Context: an optimization exercise on an open-source flow, tuned for small area. The choices shown serve that exercise and are no tape-out recipe.
Only simulation tests tie the RTL to the original design; equivalence was not proved.

Design vga_gfx_pal_dbuf, start of the top module:
module vga_gfx_pal_dbuf
#(
   parameter int unsigned BPP          = 2,
   parameter int unsigned BUF_WORDS    = 16,
   parameter int unsigned PIX_LOG2_RST = 2
) (
   input  logic        clk,
   input  logic        rst_n,
   input  logic [7:0]  ui_in,
   output logic [7:0]  uo_out,
   input  logic [5:0]  address,
   input  logic [31:0] data_in,
   input  logic [1:0]  data_write_n,
   input  logic [1:0]  data_read_n,
   output logic [31:0] data_out,
   output logic        data_ready,
   output logic        user_interrupt
);
   logic [10:0] vga_x;
   logic [4:0]  vga_y_hi;
   logic [5:0]  vga_y_lo;
   logic        hsync, vsync, blank;
   logic [7:0]  cfg;
   logic [1:0]  pix_log2;
   logic [1:0]  pal_idx;
   logic [5:0]  palette [4];
   logic [1:0]  idx_r;
   logic        hsync_r, vsync_r;
   logic        line_irq, swap_irq;
   logic        swap_pending, do_swap;
   logic        wr, rd, buf_sel, line_hit, status_clr, pix_ok;
   logic [7:0]  p;
   logic [1:0]  pix_idx;
   logic [31:0] back_word;
   logic        front;
   logic [5:0]  colour;
   logic        unused_ok;
   logic [31:0] wd;
   logic        cfg_en, pl_en, pal_en [4];
   assign unused_ok  = &{1'b0, ui_in};
   assign data_ready = 1'b1;
   vga_timing_gfx u_timing (
      .clk   (clk),
      .rst_n (rst_n),
      .x     (vga_x),
      .y_hi  (vga_y_hi),
      .y_lo  (vga_y_lo),
      .hsync (hsync),
      .vsync (vsync),
      .blank (blank)
   );
   vga_gfx_dbuf u_dbuf (
      .clk     (clk),
      .rst_n   (rst_n),
      .wr_en   (wr && buf_sel),
      .wr_size (data_write_n),
      .word    (address[5:2]),
      .wr_data (wd),
      .rd_en   (buf_sel),
      .rd_data (back_word),
      .swap    (do_swap),
      .pix     (p),
      .pix_idx (pix_idx),
      .front   (front)
   );
   always_comb begin
      wr         = (data_write_n != vga_gfx_pkg::WR_NONE);
      rd         = (data_read_n != 2'b11);
      buf_sel    = (address[1:0] == 2'b00);
      status_clr = rd && (address == vga_gfx_pkg::ADDR_STATUS);
      case (pix_log2)
         2'd0:    p = vga_x[7:0];
         2'd1:    p = vga_x[8:1];
         2'd2:    p = vga_x[9:2];
         default: p = vga_x[10:3];
      endcase
      case (pix_log2)
         2'd0:    pix_ok = vga_x[10:8] == 3'd0;
         2'd1:    pix_ok = vga_x[10:9] == 2'd0;
         default: pix_ok = !vga_x[10];
      endcase
      pix_ok     = pix_ok && !blank;
  ...
Size: roughly 2600 cells after synthesis, roughly 44000 sq um of cells after synthesis.
Settings: LEC_CHECK=0, CAP_MARGIN=15, CORE_MARGIN=2, CORE_UTILIZATION=70, CTS_BUF_LIST=sky130_fd_sc_hd__clkbuf_8, CTS_CLUSTER_DIAMETER=60, CTS_CLUSTER_SIZE=16, SLEW_MARGIN=15, SYNTH_HIERARCHICAL=1; clock period 15.0 ns.
standard.sh (not shown) runs the stock make flow with config.mk's settings and CLKGATE_MAP_FILE= SYNTH_SCRIPT=/design/flow/synth_recipe.tcl, a recipe that flattens the netlist after the stock synthesis.
==> flow/flow/run.sh <==
#!/bin/bash
# Standard ORFS layout (the standard.sh, standard synthesis) with two
# changes: port buffers use the smallest buffer cell, and CTS inserts no
# dummy loads (sink clusters of up to 16, clkbuf_8 only).
set -euo pipefail
bash standard.sh \
  "BUFFER_PORTS_ARGS=-buffer_cell sky130_fd_sc_hd__buf_1" \
  "CTS_ARGS=-sink_clustering_enable -repair_clock_nets -dont_use_dummy_load -buf_list sky130_fd_sc_hd__clkbuf_8 -sink_clustering_size 16 -sink_clustering_max_diameter 60" \
  finish > flow.log 2>&1
Change:
--- a/flow/design.v
+++ b/flow/design.v
@@ -65,21 +65,21 @@
    output logic [1:0]  pix_idx,
    output logic        front
 );
    logic [31:0] mem [32];
    logic [31:0] wd;
    logic [31:0] en0, en1, en2;
    logic [31:0] bsel, fsel;
    logic [31:0] front_word;
    logic        back, lane1, lane2;
    assign back  = ~front;
-   assign wd    = wr_data;
+   assign wd    = wr_data & {32{rst_n}};
    assign lane1 = wr_size != vga_gfx_pkg::WR_BYTE;
    assign lane2 = wr_size == vga_gfx_pkg::WR_WORD;
    always_comb begin
       for (int k = 0; k < 32; k++) begin
          en0[k]  = !rst_n | (wr_en & (k[4] == back) & (word == k[3:0]));
          en1[k]  = !rst_n | (wr_en & lane1 & (k[4] == back) & (word == k[3:0]));
          en2[k]  = !rst_n | (wr_en & lane2 & (k[4] == back) & (word == k[3:0]));
          bsel[k] = rd_en & (k[4] == back) & (word == k[3:0]);
          fsel[k] = (k[4] == front) & (pix[7:4] == k[3:0]);
       end
@@ -173,41 +173,39 @@
    logic        hsync_r, vsync_r;
    logic        line_irq, swap_irq;
    logic        swap_pending, do_swap;
    logic        wr, rd, buf_sel, line_hit, status_clr, pix_ok;
    logic [7:0]  p;
    logic [1:0]  pix_idx;
    logic [31:0] back_word;
    logic        front;
    logic [5:0]  colour;
    logic        unused_ok;
-   logic [31:0] wd;
-   logic        cfg_en, pl_en, pal_en [4];
    assign unused_ok  = &{1'b0, ui_in};
    assign data_ready = 1'b1;
    vga_timing_gfx u_timing (
       .clk   (clk),
       .rst_n (rst_n),
       .x     (vga_x),
       .y_hi  (vga_y_hi),
       .y_lo  (vga_y_lo),
       .hsync (hsync),
       .vsync (vsync),
       .blank (blank)
    );
    vga_gfx_dbuf u_dbuf (
       .clk     (clk),
       .rst_n   (rst_n),
       .wr_en   (wr && buf_sel),
       .wr_size (data_write_n),
       .word    (address[5:2]),
-      .wr_data (wd),
+      .wr_data (data_in),
       .rd_en   (buf_sel),
       .rd_data (back_word),
       .swap    (do_swap),
       .pix     (p),
       .pix_idx (pix_idx),
       .front   (front)
    );
    always_comb begin
       wr         = (data_write_n != vga_gfx_pkg::WR_NONE);
       rd         = (data_read_n != 2'b11);
@@ -222,45 +220,40 @@
       case (pix_log2)
          2'd0:    pix_ok = vga_x[10:8] == 3'd0;
          2'd1:    pix_ok = vga_x[10:9] == 2'd0;
          default: pix_ok = !vga_x[10];
       endcase
       pix_ok     = pix_ok && !blank;
       line_hit   = cfg[6] && ((vga_y_lo[3:0] | cfg[3:0]) == 4'hF) &&
                    (vga_x == {cfg[5:4] == 2'b00, cfg[5:4], 8'h00});
       do_swap    = swap_pending && blank;
    end
-   always_comb begin
-      wd     = data_in & {32{rst_n}};
-      cfg_en = !rst_n || (wr && address == vga_gfx_pkg::ADDR_INTCFG);
-      pl_en  = !rst_n || (wr && address == vga_gfx_pkg::ADDR_CTRL);
-      for (int i = 0; i < 4; i++)
-         pal_en[i] = !rst_n || (wr && address == vga_gfx_pkg::ADDR_PALDATA && pal_idx == 2'(i));
-   end
-   always_ff @(posedge clk) begin
-      if (cfg_en) cfg <= wd[7:0];
-      if (pl_en)  pix_log2 <= wd[3:2] | ({2{!rst_n}} & 2'(PIX_LOG2_RST));
-      for (int i = 0; i < 4; i++)
-         if (pal_en[i]) palette[i] <= wd[5:0];
-   end
    always_ff @(posedge clk) begin
       if (!rst_n) begin
+         cfg          <= '0;
+         pix_log2     <= 2'(PIX_LOG2_RST);
          pal_idx      <= '0;
+         for (int i = 0; i < 4; i++) palette[i] <= '0;
          idx_r        <= '0;
          hsync_r      <= 1'b0;
          vsync_r      <= 1'b0;
          line_irq     <= 1'b0;
          swap_irq     <= 1'b0;
          swap_pending <= 1'b0;
       end else begin
-         if (wr && address == vga_gfx_pkg::ADDR_PALIDX)  pal_idx <= data_in[1:0];
-         if (wr && address == vga_gfx_pkg::ADDR_PALDATA) pal_idx <= pal_idx + 1'b1;
+         if (wr && address == vga_gfx_pkg::ADDR_INTCFG) cfg <= data_in[7:0];
+         if (wr && address == vga_gfx_pkg::ADDR_CTRL)   pix_log2 <= data_in[3:2];
+         if (wr && address == vga_gfx_pkg::ADDR_PALIDX) pal_idx <= data_in[1:0];
+         if (wr && address == vga_gfx_pkg::ADDR_PALDATA) begin
+            palette[pal_idx] <= data_in[5:0];
+            pal_idx          <= pal_idx + 1'b1;
+         end
          idx_r   <= pix_ok ? pix_idx : 2'b00;
          hsync_r <= hsync;
          vsync_r <= vsync;
          line_irq <= line_hit | (line_irq & ~status_clr);
          swap_irq <= (do_swap & cfg[7]) | (swap_irq & ~status_clr);
          if (swap_pending)
             swap_pending <= !blank;
          else if (wr && address == vga_gfx_pkg::ADDR_CTRL && data_in[0])
             swap_pending <= 1'b1;
       end
Fmax stays flat.
Final area stays flat.
Count of clock-buffer cells in the layout stays the same.
Global-route usage hardly moves.
Worst setup slack degrades by 8.4 ps.
Via count barely changes.

-- afterwards: timing with drivers on the ports --
How much do the figures lean on ideal ports? The routed layouts below were timed once more, with nothing changed but the port constraints.
Step 1 (the two cells are an assumption about what drives the block):
set clk [get_ports {clk}]
set_driving_cell -lib_cell sky130_fd_sc_hd__clkbuf_16 $clk
set_driving_cell -lib_cell sky130_fd_sc_hd__buf_2 [delete_from_list [all_inputs] $clk]
Step 2, shift: input delay + t, output delay - t, t = (earliest + latest rising clock arrival at the registers) / 2. This alone moves slack from input paths to output paths.
a / b / c = ideal / step 1 / step 2; a / b = the first two.
run	t, ns	setup WS [ns]	cell pins on the clock port's net
the first run	0.780	5.066 / 5.034 / 5.034	1
the second run	0.762	5.057 / 5.030 / 5.030	1
After both steps setup and hold are still met in every run listed. For the first run, which loses most, drivers alone change the setup slack by -0.032 ns; drivers and shift together by -0.032 ns.
